This design comes from an exercise in tuning for small area, a short achievable clock period and few clock cycles on the open sky130 flow, not from production work.
Function was checked by simulation only, so behaviour that the tests miss may differ from the original.
No activity file was given, so power comes from the tool's default toggle rates.

// cqt_decoder
module cqt_decoder
#(
    parameter int MAX_CTB_COLS = 64   
) (
    input  logic        clk,
    input  logic        rst_n,
    input  logic        cqt_start,
    input  cqt_pkg::ctb_col_t    ctb_x,
    input  cqt_pkg::ctb_row_t    ctb_y,
    input  cqt_pkg::pix_x_t      pic_width,
    input  cqt_pkg::pix_y_t      pic_height,
    output logic        bin_req,
    output cqt_pkg::ctx_addr_t   ctx_addr,
    input  logic        bin,
    input  logic        bin_vld,
    output logic        cu_valid,
    input  logic        cu_ready,
    output cqt_pkg::pix_x_t      cu_x,
    output cqt_pkg::pix_y_t      cu_y,
    output logic [2:0]  cu_log2_size,
    output logic        busy,
    output logic        ctb_done
);
    function automatic logic [2:0] last(input logic [2:0] x, input logic [1:0] d);
        case (d)
            2'd0:    last = 3'd7;
            2'd1:    last = x | 3'd3;
            2'd2:    last = x | 3'd1;
            default: last = x;
        endcase
    endfunction
    function automatic logic fits(input logic [2:0] x, input logic [2:0] y,
                                  input logic [1:0] d,
                                  input logic [7:0] wm, input logic [7:0] hm);
        fits = wm[last(x, d)] && hm[last(y, d)];
    endfunction
    function automatic logic [7:0] therm(input logic [3:0] n);
        for (int i = 0; i < 8; i++)
            therm[i] = (4'(i) < n);
    endfunction
    function automatic logic [6:0] sib(input logic [2:0] x, input logic [2:0] y,
                                       input int k,
                                       input logic [7:0] wm, input logic [7:0] hm);
        logic [2:0] hs, pm, px, py;
        logic       xr, yb;
        hs = 3'b100 >> (k - 1);
  ...
Size: ~430 flip-flops, about 80 I/O pins, about 0.016 mm2 of cells after synthesis.
Settings: LEC_CHECK=0, ABC_AREA=1, CAP_MARGIN=20, CORE_MARGIN=2, CORE_UTILIZATION=50, CTS_BUF_LIST=sky130_fd_sc_hd__clkbuf_16, CTS_CLUSTER_DIAMETER=80, CTS_CLUSTER_SIZE=30, PLACE_DENSITY=0.7, SETUP_SLACK_MARGIN=3.65, SLEW_MARGIN=20; clock period 6.0 ns.
run.sh (not shown) runs the stock make flow with config.mk's settings and CLKGATE_MAP_FILE= SYNTH_SCRIPT=/design/flow/synth_recipe.tcl, a recipe that flattens the netlist after the stock synthesis.
Testbench counts at the start, summed over its fixed seeds: cycles 32,788.
Then changed:
- SETUP_SLACK_MARGIN: 3.65 -> 3.6
- TNS_END_PERCENT: default -> 5
What happened: Hold slack gains 7.2 ps; final cell count went up slightly; critical path depth is lower by 12; wire length fell slightly; worst setup slack loses 230 ps.
Then changed:
- SETUP_SLACK_MARGIN: 3.6 -> 3.55
- TNS_END_PERCENT: 5 -> default
Result: Flip-flop and latch count is unchanged. Maximum frequency went up by a little under a tenth. Routed wire length went up slightly. Via count barely changes. Utilization went down by 0.45 points. Sequential power hardly moves.
Then changed:
- GPL_ROUTABILITY_DRIVEN: default -> 0
- SETUP_SLACK_MARGIN: 3.55 -> 3.6
Result: The new run went through all stages and came out clean; synthesized area is unchanged; die area does not change; synthesized cell count does not change.
Then changed:
- CORE_UTILIZATION: 50 -> 55
- GPL_ROUTABILITY_DRIVEN: 0 -> default
- PLACE_DENSITY: 0.7 -> 0.8
=> Count of clock-buffer cells in the layout falls by 1; core utilization is higher by 5.1 points; global-route usage climbs by 2.6 points; final cell count falls by a few percent; non-clock buffer count shrinks by 4; design area went down slightly; flip-flop and latch count does not change; first-iteration DRC count rises by roughly a tenth; clock power shrinks by a few percent; combinational power barely changes; hold slack hardly moves.
Then changed:
- CORE_UTILIZATION: 55 -> 50
- PLACE_DENSITY: 0.8 -> 0.7
- TNS_END_PERCENT: default -> 20
Effect: Area after synthesis does not change. Final area went up by 1.6%. Routed wire length went down by 2.1%. Non-clock buffer count went up by 12. Critical path depth went down by 10. Synthesized cell count stays the same. Clock skew went down by 12 ps.


Setup of north:
cqt_decoder, a different RTL version from the one above (not shown whole).
Size in the first run: about 1,300 cells after synthesis, ~420 flip-flops, roughly 80 I/O pins.
clock: 6.0 ns
lec_check: 0
abc_area: 1
cap_margin: 20
core_margin: 2
core_utilization: 50
cts_buf_list: sky130_fd_sc_hd__clkbuf_16
cts_cluster_diameter: 80
cts_cluster_size: 30
setup_slack_margin: 3.6
slew_margin: 20
north | status: complete | timing, DRC, antenna: pass
Testbench counts of north, summed over its fixed seeds: cycles 32,788.
Here is what was changed in the inputs of south compared with north.
- swapping 50 for 40 in CORE_UTILIZATION
Going from north to south, final HPWL from detailed placement barely changed, setup slack after layout climbed 8.1 ps, worst-case hold slack dropped 10 ps.
Measured against each other, south and north differ in fraction of final layout cells sized beyond drive strength 1, the lower figure coming from north.
Post-route total power for south: 210 uW up relative to north
### south -> east
- removing CTS_CLUSTER_DIAMETER (formerly 80)
- removing CTS_CLUSTER_SIZE (formerly 30)
- removing CTS_BUF_LIST (formerly sky130_fd_sc_hd__clkbuf_16)
Findings:
- east: PASS, flow complete, no timing, DRC or antenna violations
- south completed; timing, DRC and antenna clean
- Taking south as the reference, in east number of sinks driven by the clock tree barely changed, achievable clock frequency dropped about 0.6%, clock skew dropped 11 ps.
- Looking at capture point of the critical path, the cu_x[6] result is from south; the c0_q one comes from east.
- Relative to south, east degrades total power.


Setup of run a:
RTL: one of the versions met above, not the one the previous note started from.
Size in the first run: ~1100 cells after synthesis, about 80 I/O pins, about 16000 sq um of cells after synthesis.
Settings: LEC_CHECK=0, CAP_MARGIN=20, CORE_MARGIN=2, CORE_UTILIZATION=50, CTS_BUF_LIST=sky130_fd_sc_hd__clkbuf_16, CTS_CLUSTER_DIAMETER=80, CTS_CLUSTER_SIZE=30, PLACE_DENSITY=0.7, SETUP_SLACK_MARGIN=3.6, SLEW_MARGIN=20; clock period 6.0 ns.
Testbench counts of run a, summed over its fixed seeds: cycles 32,788.
Input changes introduced in run b (baseline for comparison: run a):
# run a
export LEC_CHECK = 0
export CAP_MARGIN = 20
export CORE_MARGIN = 2
export CORE_UTILIZATION = 50
export CTS_BUF_LIST = sky130_fd_sc_hd__clkbuf_16
export CTS_CLUSTER_DIAMETER = 80
export CTS_CLUSTER_SIZE = 30
export PLACE_DENSITY = 0.7
export SETUP_SLACK_MARGIN = 3.6
export SLEW_MARGIN = 20
create_clock -name core_clock -period 6.0 [get_ports {clk}]
# run b
export LEC_CHECK = 0
export ABC_AREA = 1
export CAP_MARGIN = 20
export CORE_MARGIN = 2
export CORE_UTILIZATION = 50
export CTS_BUF_LIST = sky130_fd_sc_hd__clkbuf_16
export CTS_CLUSTER_DIAMETER = 80
export CTS_CLUSTER_SIZE = 30
export PLACE_DENSITY = 0.7
export SETUP_SLACK_MARGIN = 3.6
export SLEW_MARGIN = 20
create_clock -name core_clock -period 6.0 [get_ports {clk}]
Going from run a to run b, clock share of power grows by 0.8 points.
Startpoint of the worst setup timing path = sx_q[1]$_SDFF_PN0_: run a; startpoint of the worst setup timing path = pic_width[10]: run b
From run a to run b the numbers moved as follows: combinational power rose by about 30%, post-layout minimum cycle time fell by 0.54 ns.

[re-timing with driven ports]
No port has a modelled driver above. Below, the same layouts with a new extraction and two added sets of constraints. Step 1 assumes that a clkbuf_16 drives the clock port and a buf_2 every other input. Step 2 moves the port delays by t, midway between the first and last clock arrival at a register: inputs arrive t later, outputs are due t later. That takes back most of the time a late clock gives input paths. Three values: no drivers, after step 1, after step 2; two values: the first two.
| run | shift t [ns] | slack for setup (ns) | clock arrival spread, ns | slew at the worst register clock pin (ns) |
|---|---|---|---|---|
| the first run of note 1 | 0.591 | 3.592 / 3.576 / 2.985 | 0.039 / 0.039 | 0.11 / 0.11 |
| the second run of note 1 | 0.583 | 3.358 / 3.310 / 2.900 | 0.022 / 0.022 | 0.11 / 0.11 |
| the third run of note 1 | 0.583 | 3.552 / 3.547 / 2.964 | 0.029 / 0.029 | 0.11 / 0.11 |
| the fourth run of note 1 | 0.581 | 3.549 / 3.564 / 2.998 | 0.027 / 0.027 | 0.11 / 0.11 |
| the fifth run of note 1 | 0.583 | 3.590 / 3.598 / 3.031 | 0.035 / 0.035 | 0.11 / 0.11 |
| the sixth run of note 1 | 0.582 | 3.397 / 3.350 / 3.007 | 0.024 / 0.024 | 0.11 / 0.11 |
| north | 0.581 | 3.615 / 3.600 / 3.065 | 0.014 / 0.013 | 0.11 / 0.11 |
| south | 0.609 | 3.623 / 3.572 / 3.032 | 0.033 / 0.033 | 0.11 / 0.11 |
| east | 0.613 | 3.608 / 3.599 / 3.010 | 0.019 / 0.019 | 0.06 / 0.06 |
| run a | 0.584 | 3.091 / 3.091 / 2.803 | 0.017 / 0.016 | 0.12 / 0.12 |
| run b | 0.589 | 3.629 / 3.579 / 3.042 | 0.028 / 0.028 | 0.11 / 0.11 |
After both steps setup and hold are still met in every run listed. For the first run of note 1, which loses most, drivers alone change the setup slack by -0.016 ns; drivers and shift together by -0.607 ns.
